This design comes from an exercise in tuning for small area on the open sky130 flow, not from production work. Function was checked by simulation only, so behaviour that the tests miss may differ from the original. Power and IR drop assume default switching activity.

<file path="design/flow/design.v">
`default_nettype none
package pktgen_pkg;
    typedef enum logic {
        MODE_FIXED = 1'b0,
        MODE_INC   = 1'b1
    } field_mode_t;
    typedef enum logic [2:0] {
        ST_IDLE,
        ST_SOP,
        ST_HDR,
        ST_VAL,
        ST_GAP
    } builder_state_t;
    typedef struct packed {
        logic [16-1:0]  len;
        logic [48-1:0]  dmac;
        logic [48-1:0]  smac;
        logic [32-1:0]   dip;
        logic [32-1:0]   sip;
        logic [16-1:0] dp;
        logic [16-1:0] sp;
        field_mode_t            len_mode;
        field_mode_t            dmac_mode;
        field_mode_t            smac_mode;
        field_mode_t            dip_mode;
        field_mode_t            sip_mode;
        field_mode_t            dp_mode;
        field_mode_t            sp_mode;
    } gen_cfg_t;
    typedef struct packed {
        logic [16-1:0]  len;
        logic [48-1:0]  dmac;
        logic [48-1:0]  smac;
        logic [32-1:0]   dip;
        logic [32-1:0]   sip;
        logic [16-1:0] dp;
        logic [16-1:0] sp;
    } frame_hdr_t;
    typedef struct packed {
        logic                   valid;
        logic                   sof;
        logic                   eof;
        logic [64-1:0] data;
        logic [3-1:0]  mod;
    } frame_word_t;
    typedef struct packed {
        logic [64-1:0] txd;
        logic [8-1:0] txc;
    } xgmii_t;
endpackage
`default_nettype wire
`timescale 1ns/1ns
`default_nettype none
module field_sequencer (
    input  wire logic                 Clk,
    input  wire logic                 Reset,
    input  wire logic                 gen_en,
    input  wire pktgen_pkg::gen_cfg_t cfg,
    input  wire logic                 frame_start,
    output pktgen_pkg::frame_hdr_t    hdr
);
    logic [31:0]           frame_idx;
    logic [16-1:0] len_inc;
    pktgen_pkg::frame_hdr_t            hdr_nxt;
    function automatic [48-1:0] resolve(
        input                        mode,
        input logic [48-1:0] base,
        input logic [31:0]           idx
    );
        if (mode == pktgen_pkg::MODE_INC) begin
            resolve = base + {16'd0, idx};
        end else begin
            resolve = base;
        end
    endfunction
    always_ff @(posedge Clk or posedge Reset) begin
        if (Reset) begin
            frame_idx <= '0;
            len_inc   <= 16'd64;
        end else if (!gen_en) begin
            frame_idx <= '0;
            len_inc   <= 16'd64;
        end else if (frame_start) begin
            frame_idx <= frame_idx + 32'd1;
            if (len_inc == 16'd2048) begin
                len_inc <= 16'd64;
            end else begin
                len_inc <= len_inc + 16'd1;
            end
        end
    end
    always_comb begin
        if (cfg.len_mode == pktgen_pkg::MODE_INC) begin
            hdr_nxt.len = len_inc;
        end else begin
            hdr_nxt.len = cfg.len;
        end
        hdr_nxt.dmac = resolve(cfg.dmac_mode, cfg.dmac, frame_idx);
        hdr_nxt.smac = resolve(cfg.smac_mode, cfg.smac, frame_idx);
        hdr_nxt.dip  = 32'(resolve(cfg.dip_mode, {16'd0, cfg.dip}, frame_idx));
        hdr_nxt.sip  = 32'(resolve(cfg.sip_mode, {16'd0, cfg.sip}, frame_idx));
        hdr_nxt.dp   = 16'(resolve(cfg.dp_mode, {32'd0, cfg.dp}, frame_idx));
        hdr_nxt.sp   = 16'(resolve(cfg.sp_mode, {32'd0, cfg.sp}, frame_idx));
    end
    always_ff @(posedge Clk) begin
        hdr <= hdr_nxt;
    end
endmodule
`default_nettype wire
`timescale 1ns/1ns
`default_nettype none
module frame_builder (
    input  wire logic                   Clk,
    input  wire logic                   Reset,
    input  wire logic                   gen_en,
    input  wire logic [31:0]            gen_num,
    input  wire logic [15:0]            idle_len,
    input  wire pktgen_pkg::frame_hdr_t hdr,
    output logic                        frame_start,
    output pktgen_pkg::frame_word_t     fw,
    output logic                        tx_done
);
    pktgen_pkg::builder_state_t         state;
    pktgen_pkg::frame_hdr_t             hdr_q;
    logic [31:0]            frame_no;
    logic [31:0]            frame_cnt;
    logic [15:0]            word_idx;
    logic [15:0]            last_idx;
    logic [16:0]            gap_cnt;
    logic [16:0]            gap_end;
    logic                   start_ok;
    logic [64-1:0] word_data;
    assign start_ok    = gen_en && ((gen_num == 32'd0) || (frame_cnt < gen_num));
    assign frame_start = (state == pktgen_pkg::ST_IDLE) && start_ok;
    assign tx_done     = (state == pktgen_pkg::ST_IDLE) && !start_ok;
    assign last_idx = {3'b000, hdr_q.len[15:3]} + {15'd0, |hdr_q.len[2:0]} - 16'd1;
    assign gap_end  = {1'b0, idle_len} + 17'd1;
    always_ff @(posedge Clk) begin
        if (frame_start) begin
            hdr_q    <= hdr;
            frame_no <= frame_cnt;
        end
    end
    always_comb begin
        case (word_idx)
            16'd1: word_data = {hdr_q.smac[31:0], 16'h0800, 8'h45, 8'h00};
            16'd2: word_data = {hdr_q.len - 16'd18, 16'h0000, 3'b010, 13'd0,
                                8'd64, 8'd6};
            16'd3: word_data = {16'h0000, hdr_q.sip, hdr_q.dip[31:16]};
            16'd4: word_data = {hdr_q.dip[15:0], hdr_q.sp, hdr_q.dp, word_idx};
            default: word_data = {frame_no, 16'd0, word_idx};
        endcase
    end
    always_ff @(posedge Clk or posedge Reset) begin
        if (Reset) begin
            state     <= pktgen_pkg::ST_IDLE;
            fw        <= '0;
            word_idx  <= '0;
            gap_cnt   <= '0;
            frame_cnt <= '0;
        end else begin
            fw.valid <= 1'b0;
            fw.sof   <= 1'b0;
            fw.eof   <= 1'b0;
            fw.mod   <= '0;
            if (!gen_en) begin
                frame_cnt <= '0;
            end
            case (state)
                pktgen_pkg::ST_IDLE: begin
                    if (start_ok) begin
                        fw.valid  <= 1'b1;
                        fw.sof    <= 1'b1;
                        fw.data   <= {hdr.dmac, hdr.smac[47:32]};
                        word_idx  <= 16'd1;
                        frame_cnt <= frame_cnt + 32'd1;
                        state     <= pktgen_pkg::ST_SOP;
                    end
                end
                pktgen_pkg::ST_SOP: begin
                    fw.valid <= 1'b1;
                    fw.data  <= word_data;
                    word_idx <= word_idx + 16'd1;
                    state    <= pktgen_pkg::ST_HDR;
                end
                pktgen_pkg::ST_HDR: begin
                    fw.valid <= 1'b1;
                    fw.data  <= word_data;
                    word_idx <= word_idx + 16'd1;
                    if (word_idx == 16'd4) begin
                        state <= pktgen_pkg::ST_VAL;
                    end
                end
                pktgen_pkg::ST_VAL: begin
                    fw.valid <= 1'b1;
                    fw.data  <= word_data;
                    if (word_idx == last_idx) begin
                        fw.eof  <= 1'b1;
                        fw.mod  <= hdr_q.len[2:0];
                        gap_cnt <= '0;
                        state   <= pktgen_pkg::ST_GAP;
                    end else begin
                        word_idx <= word_idx + 16'd1;
                    end
                end
                pktgen_pkg::ST_GAP: begin
                    if (gap_cnt == gap_end) begin
                        state <= pktgen_pkg::ST_IDLE;
                    end else begin
                        gap_cnt <= gap_cnt + 17'd1;
                    end
                end
                default: begin
                    state <= pktgen_pkg::ST_IDLE;
                end
            endcase
        end
    end
endmodule
`default_nettype wire
`timescale 1ns/1ns
`default_nettype none
module xgmii_encoder (
    input  wire logic                    Clk,
    input  wire logic                    Reset,
    input  wire pktgen_pkg::frame_word_t fw,
    output pktgen_pkg::xgmii_t           xgmii
);
    pktgen_pkg::frame_word_t            d1;
    logic                   term_pend;
    logic [64-1:0] lane_data;
    logic [8-1:0] lane_ctrl;
    always_comb begin
        lane_ctrl = '0;
        for (int j = 0; j < 8; j++) begin
            lane_data[8*j +: 8] = d1.data[63-8*j -: 8];
        end
        if (d1.eof && (d1.mod != 3'd0)) begin
            lane_ctrl = 8'hFF << d1.mod;
            for (int j = 0; j < 8; j++) begin
                if (j == int'(d1.mod)) begin
                    lane_data[8*j +: 8] = 8'hFD;
                end else if (j > int'(d1.mod)) begin
                    lane_data[8*j +: 8] = 8'h07;
                end
            end
        end
    end
    always_ff @(posedge Clk or posedge Reset) begin
        if (Reset) begin
            d1        <= '0;
            term_pend <= 1'b0;
            xgmii.txd <= {8{8'h07}};
            xgmii.txc <= 8'hFF;
        end else begin
            d1        <= fw;
            term_pend <= d1.valid && d1.eof && (d1.mod == 3'd0);
            if (d1.valid) begin
                xgmii.txd <= lane_data;
                xgmii.txc <= lane_ctrl;
            end else if (fw.valid && fw.sof) begin
                xgmii.txd <= {8'hD5, {6{8'h55}}, 8'hFB};
                xgmii.txc <= 8'h01;
            end else if (term_pend) begin
                xgmii.txd <= {{7{8'h07}}, 8'hFD};
                xgmii.txc <= 8'hFF;
            end else begin
                xgmii.txd <= {8{8'h07}};
                xgmii.txc <= 8'hFF;
            end
        end
    end
endmodule
`default_nettype wire
`timescale 1ns/1ns
`default_nettype none
module xgmii_pktgen (
    input  wire logic        Clk,
    input  wire logic        Reset,
    input  wire logic        gen_en,
    input  wire logic [31:0] gen_num,
    input  wire logic [15:0] idle_len,
    input  wire logic [15:0] cfg_len,
    input  wire logic [47:0] cfg_dmac,
    input  wire logic [47:0] cfg_smac,
    input  wire logic [31:0] cfg_dip,
    input  wire logic [31:0] cfg_sip,
    input  wire logic [15:0] cfg_dp,
    input  wire logic [15:0] cfg_sp,
    input  wire logic [6:0]  cfg_mode,
    output wire logic [63:0] txd,
    output wire logic [7:0]  txc,
    output wire logic        tx_done
);
    pktgen_pkg::gen_cfg_t    cfg;
    pktgen_pkg::xgmii_t      xgmii;
    pktgen_pkg::frame_hdr_t  hdr;
    pktgen_pkg::frame_word_t fw;
    logic        frame_start;
    assign cfg   = {cfg_len, cfg_dmac, cfg_smac, cfg_dip, cfg_sip, cfg_dp, cfg_sp, cfg_mode};
    assign txd   = xgmii.txd;
    assign txc   = xgmii.txc;
    field_sequencer u_field_sequencer (
        .Clk         (Clk),
        .Reset       (Reset),
        .gen_en      (gen_en),
        .cfg         (cfg),
        .frame_start (frame_start),
        .hdr         (hdr)
    );
    frame_builder u_frame_builder (
        .Clk         (Clk),
        .Reset       (Reset),
        .gen_en      (gen_en),
        .gen_num     (gen_num),
        .idle_len    (idle_len),
        .hdr         (hdr),
        .frame_start (frame_start),
        .fw          (fw),
        .tx_done     (tx_done)
    );
    xgmii_encoder u_xgmii_encoder (
        .Clk   (Clk),
        .Reset (Reset),
        .fw    (fw),
        .xgmii (xgmii)
    );
endmodule
`default_nettype wire
</file>
<file path="design/flow/constraint.sdc">
create_clock -name core_clock -period 6.4 [get_ports {Clk}]
set_input_delay 1.2800 -clock core_clock [delete_from_list [all_inputs] [get_ports {Clk}]]
set_output_delay 1.2800 -clock core_clock [all_outputs]
set_load 0.01 [all_outputs]
</file>
<file path="design/flow/config.mk">
export PLATFORM = sky130hd
export DESIGN_NAME = xgmii_pktgen
export DESIGN_NICKNAME = xgmii_pktgen
export VERILOG_FILES = /design/flow/design.v
export SDC_FILE = /design/flow/constraint.sdc
export NUM_CORES = 4
export LEC_CHECK = 0
export CAP_MARGIN = 20
export CORE_MARGIN = 2
export CORE_UTILIZATION = 40
export SLEW_MARGIN = 20
</file>
<file path="design/flow/run.sh">
#!/bin/bash
# synth_recipe.tcl (not shown) runs the flow's synth.tcl, then flattens the netlist and writes it again
# the make line also repeats each setting of config.mk as NAME=value (left out here)
make -C /OpenROAD-flow-scripts/flow DESIGN_CONFIG=/design/flow/config.mk WORK_HOME=/design/flow/orfs CLKGATE_MAP_FILE= SYNTH_SCRIPT=/design/flow/synth_recipe.tcl finish
</file>
==> impl_metrics.env <==
export IMPL_drt_iter0_drc=2491
export IMPL_post_dp_hpwl_um=85580
export IMPL_drt_pass1_iter_count=7
export IMPL_placedCellCount=4938
export IMPL_antenna_found_initial=24
export IMPL_ys_types=85
export IMPL_wirelength_um=113800
export IMPL_clk_pin_slew_ns=0.06
export IMPL_gp_congestion=0.9304
export IMPL_synth_top_area_share_pct=20.52
export IMPL_p_seq_share_pct=46.2
export IMPL_p_sw_mw=3.007
export IMPL_numPortBuffers=338
export IMPL_status="no timing/DRC/antenna violations"
export IMPL_min_period_ns=5.440
export IMPL_die_w_um=303.9
export IMPL_grt_pass1_vias=26700
export IMPL_grt_overflow=0
export IMPL_htree_levels=3
export IMPL_area_growth_pct=20.66
export IMPL_finalPower_mw=11.43
export IMPL_power_internal_mw=8.419
export IMPL_drive_gt1_share_pct=9.785
export IMPL_vdd_ir_drop_max_uv=157.8
export IMPL_crit_fanout=2
export IMPL_max_cap_violations=0
export IMPL_final_util_pct=48.46
export IMPL_synth_nets=3987
export IMPL_vias_per_cell=5.497
export IMPL_skew_ns=0.02669
export IMPL_ant_nets=0
export IMPL_grt_max_degree=114
export IMPL_cp_data_required_time_ns=5.12
export IMPL_place_area_um2=40780
export IMPL_io_pins=339
export IMPL_syn_inst=3514
export IMPL_critPathLaunchType="primary input"
export IMPL_cts_made_buffers=77
export IMPL_syn_area_um2=35980
export IMPL_synth_largest_area_cell="dfrtp_1"
export IMPL_die_y_um=303.9
export IMPL_hold_buffers=0
export IMPL_powerDensity_nw_per_um2=263.2
export IMPL_switching_share_pct=26.32
export IMPL_fmax_mhz=183.8
export IMPL_hold_viol=0
export IMPL_synth_warnings=3
export IMPL_grt_pass1_wl_um=168800
export IMPL_cts_tree="yes"
export IMPL_initial_core_util_pct=40.16
export IMPL_final_max_slew_violation_count=0
export IMPL_clock_sinks=712
export IMPL_avgRoutedWirePerCell_um=22.36
export IMPL_ys_seq_area_share_pct=49.18
export IMPL_insertion_delay_ns=0.63
export IMPL_vias=27980
export IMPL_cts_buffer_depth=3
export IMPL_min_path_type="reg -> reg"
export IMPL_ys_flop_type="dfrtp_1"
export IMPL_end_kind="output port"
export IMPL_drcViolationCount=0
export IMPL_groute_usage_overall_pct=24.15
export IMPL_path_class="in -> out"
export IMPL_avgSynthCellArea_um2=10.24
export IMPL_final_setup_viol_count=0
export IMPL_synthArstFlopShare_pct=46.07
export IMPL_cts_setup_buffers=0
export IMPL_power_frac_clock_pct=40.0
export IMPL_worstMarginPinSlew_ns=1.123
export IMPL_rows=110
export IMPL_fin_nets=4314
export IMPL_dieArea_um2=92370
export IMPL_synth_area_top_cells="dfrtp_1, edfxtp_1, dfxtp_1"
export IMPL_setup_tns_ns=0
export IMPL_ctsRootBufferMaster="clkbuf_16"
export IMPL_finalCritPeriodShare_pct=85.00
export IMPL_cp_arrival_ns=4.16
export IMPL_design_area_um2=43420
export IMPL_p_leak_nw=18.40
export IMPL_p_comb_share_pct=13.8
export IMPL_rsz0062_at_grt="false"
export IMPL_synth_edf_count=176
export IMPL_ys_ff_latch=712
export IMPL_cts_resized_gates=0
export IMPL_core_area_um2=89600
export IMPL_stdcell_count=5090
export IMPL_slew_limit_headroom_pct=24.95
-- layer usage --
metal	wire length [µm]	track usage, %
met1	52130	33.92
met2	50850	37.60
met5	143	0
met3	7288	4.130
met4	3395	8.446
-- synthesized netlist by cell type, drive strengths merged, types with 9 or more instances --
cell / instances
dfrtp: 295
nand2: 277
nor2: 277
a21oi: 254
o21ai: 223
dfxtp: 208
ha: 201
xnor2: 186
edfxtp: 176
inv: 139
clkbuf: 122
mux2: 120
xor2: 109
a21o: 96
nand3: 78
nor3: 64
nand4: 50
and3: 49
or3: 40
nand2b: 34
dfstp: 33
nor4: 33
o21a: 33
a211oi: 30
a222oi: 29
nor2b: 29
and2: 26
a31o: 25
o31ai: 23
a31oi: 20
a221o: 18
and4: 18
a21boi: 16
buf: 16
or2: 13
mux2i: 12
o21bai: 12
a2111oi: 10
o211ai: 10
a211o: 9
a221oi: 9
nand3b: 9
-- layout by cell type, fill, tap and decap left out, types with 16 or more instances in the layout --
cell type,instances
ha_1,201
nor2_1,275
nand2b_1,34
and4_1,18
clkdlybuf4s50_1,336
or3_1,39
nand4_1,50
a31oi_1,20
dfstp_2,33
a21oi_1,253
nor3_1,64
nand2_1,277
and3_1,49
and2_1,24
a31o_2,25
clkbuf_16,78
a21o_1,96
inv_1,138
buf_4,42
nor2b_1,29
xnor2_1,186
mux2_2,120
o21ai_0,220
o31ai_1,22
a221o_1,18
o21a_1,33
dfxtp_1,208
dfrtp_1,295
nand3_1,78
xor2_1,109
a21boi_0,16
a222oi_1,29
a211oi_1,29
edfxtp_1,176
nor4_1,30
-- cell type report --
| cell class | instances | area (µm²) |
|---|---|---|
| Timing Repair Buffer | 386 | 3809 |
| Fill cell | 8279 | 46180 |
| Multi-Input combinational cell | 2521 | 17260 |
| Sequential cell | 712 | 17700 |
| Inverter | 143 | 545.5 |
| Tap cell | 1176 | 1471 |
| Clock inverter | 45 | 523.0 |
| Clock buffer | 97 | 2083 |
| Antenna cell | 10 | 25.02 |
-- path summary, 6_finish.rpt --
| kind | slack (ns) | endpoint | cells after the start | from |
|---|---|---|---|---|
| worst max register to register | 1.40 | u_frame_builder.gap_cnt[0] | 14 | u_frame_builder.hdr_q[193] |
| worst max-delay path | 0.96 | tx_done | 12 | gen_num[9] |
| max in group asynchronous | 4.00 | u_xgmii_encoder.xgmii[51] | 3 | Reset |
| worst min register to register | 0.35 | u_xgmii_encoder.d1[2] | 0 | u_frame_builder.fw[2] |
| min in group asynchronous | 1.15 | u_frame_builder.fw[7] | 2 | Reset |
| worst min-delay path | 0.35 | u_xgmii_encoder.d1[2] | 0 | u_frame_builder.fw[2] |
-- cells by family after synthesis --
group                    Yosys count  share of synthesized area [%]
multiplexers                     132                          4.089
AO/OA/AOI/OAI                    869                          15.49
flip-flops                       712                          49.18
adder cells (fa/ha/maj)          207                          7.323
buffers and inverters            281                          3.011
AND/OR/NAND/NOR                 1017                          13.65
XOR/XNOR                         296                          7.243
-- registers in the layout, summed over array words and instances, names as in the netlist --
signal / cells
u_xgmii_encoder.term_pend: 1
u_xgmii_encoder.xgmii: 72
u_frame_builder.frame_cnt: 32
u_frame_builder.state: 3
u_frame_builder.frame_no: 32
u_field_sequencer.len_inc: 16
u_frame_builder.hdr_q: 144
u_xgmii_encoder.d1: 69
u_frame_builder.gap_cnt: 17
u_frame_builder.word_idx: 16
u_field_sequencer.hdr: 208
u_frame_builder.fw: 70
u_field_sequencer.frame_idx: 32
-- critical path, stage by stage --
cell,delay (ns)
clkdlybuf4s50_1,0.48
inv_1,0.06
ha_1,0.31
a21o_1,0.16
a21o_1,0.17
a21o_1,0.20
a221o_1,0.35
a21oi_1,0.11
o21ai_0,0.14
a211oi_1,0.30
nor2_1,0.09
clkdlybuf4s50_1,0.50
-- power by group through the flow --
| stage | Combinational (mW) | Sequential [mW] | Clock [mW] |
|---|---|---|---|
| global placement | 1.56 | 5.37 | 0 |
| finish | 1.58 | 5.28 | 4.57 |
| CTS | 1.57 | 5.28 | 4.64 |
| global route | 1.70 | 5.32 | 4.83 |
| floorplan | 0.754 | 5.33 | 0 |
| detailed placement | 1.56 | 5.38 | 0 |
-- metrics by stage --
step | hold WS (ns) | setup WS [ns]
after CTS | 0.3540 | 0.9398
after detailed placement | 0.3401 | 0.9585
after global placement | 0.3374 | 1.007
after global routing | 0.3662 | 0.7719
after floorplan | 0.3312 | 0.2484
final | 0.3537 | 0.9600

## port drivers added, routing unchanged
The results above use ideal ports. As a check the final layout listed here was re-extracted and re-timed, cells and wires unchanged.
Step 1: set_driving_cell puts a clkbuf_16 on Clk and a buf_2 on each other input, an assumption about the parent block.
Step 2, shift: input delay + t, output delay - t, t = (earliest + latest rising clock arrival at the registers) / 2. This alone moves slack from input paths to output paths.
a / b / c = no drivers / after step 1 / after step 2; a / b = the first two.
t, ns: 0.686
slack for setup (ns): 0.960 / 0.936 / 0.935
clock arrival spread, ns: 0.027 / 0.027
After both steps this run still meets setup and hold. For this run, drivers alone change the setup slack by -0.024 ns; drivers and shift together by -0.025 ns.
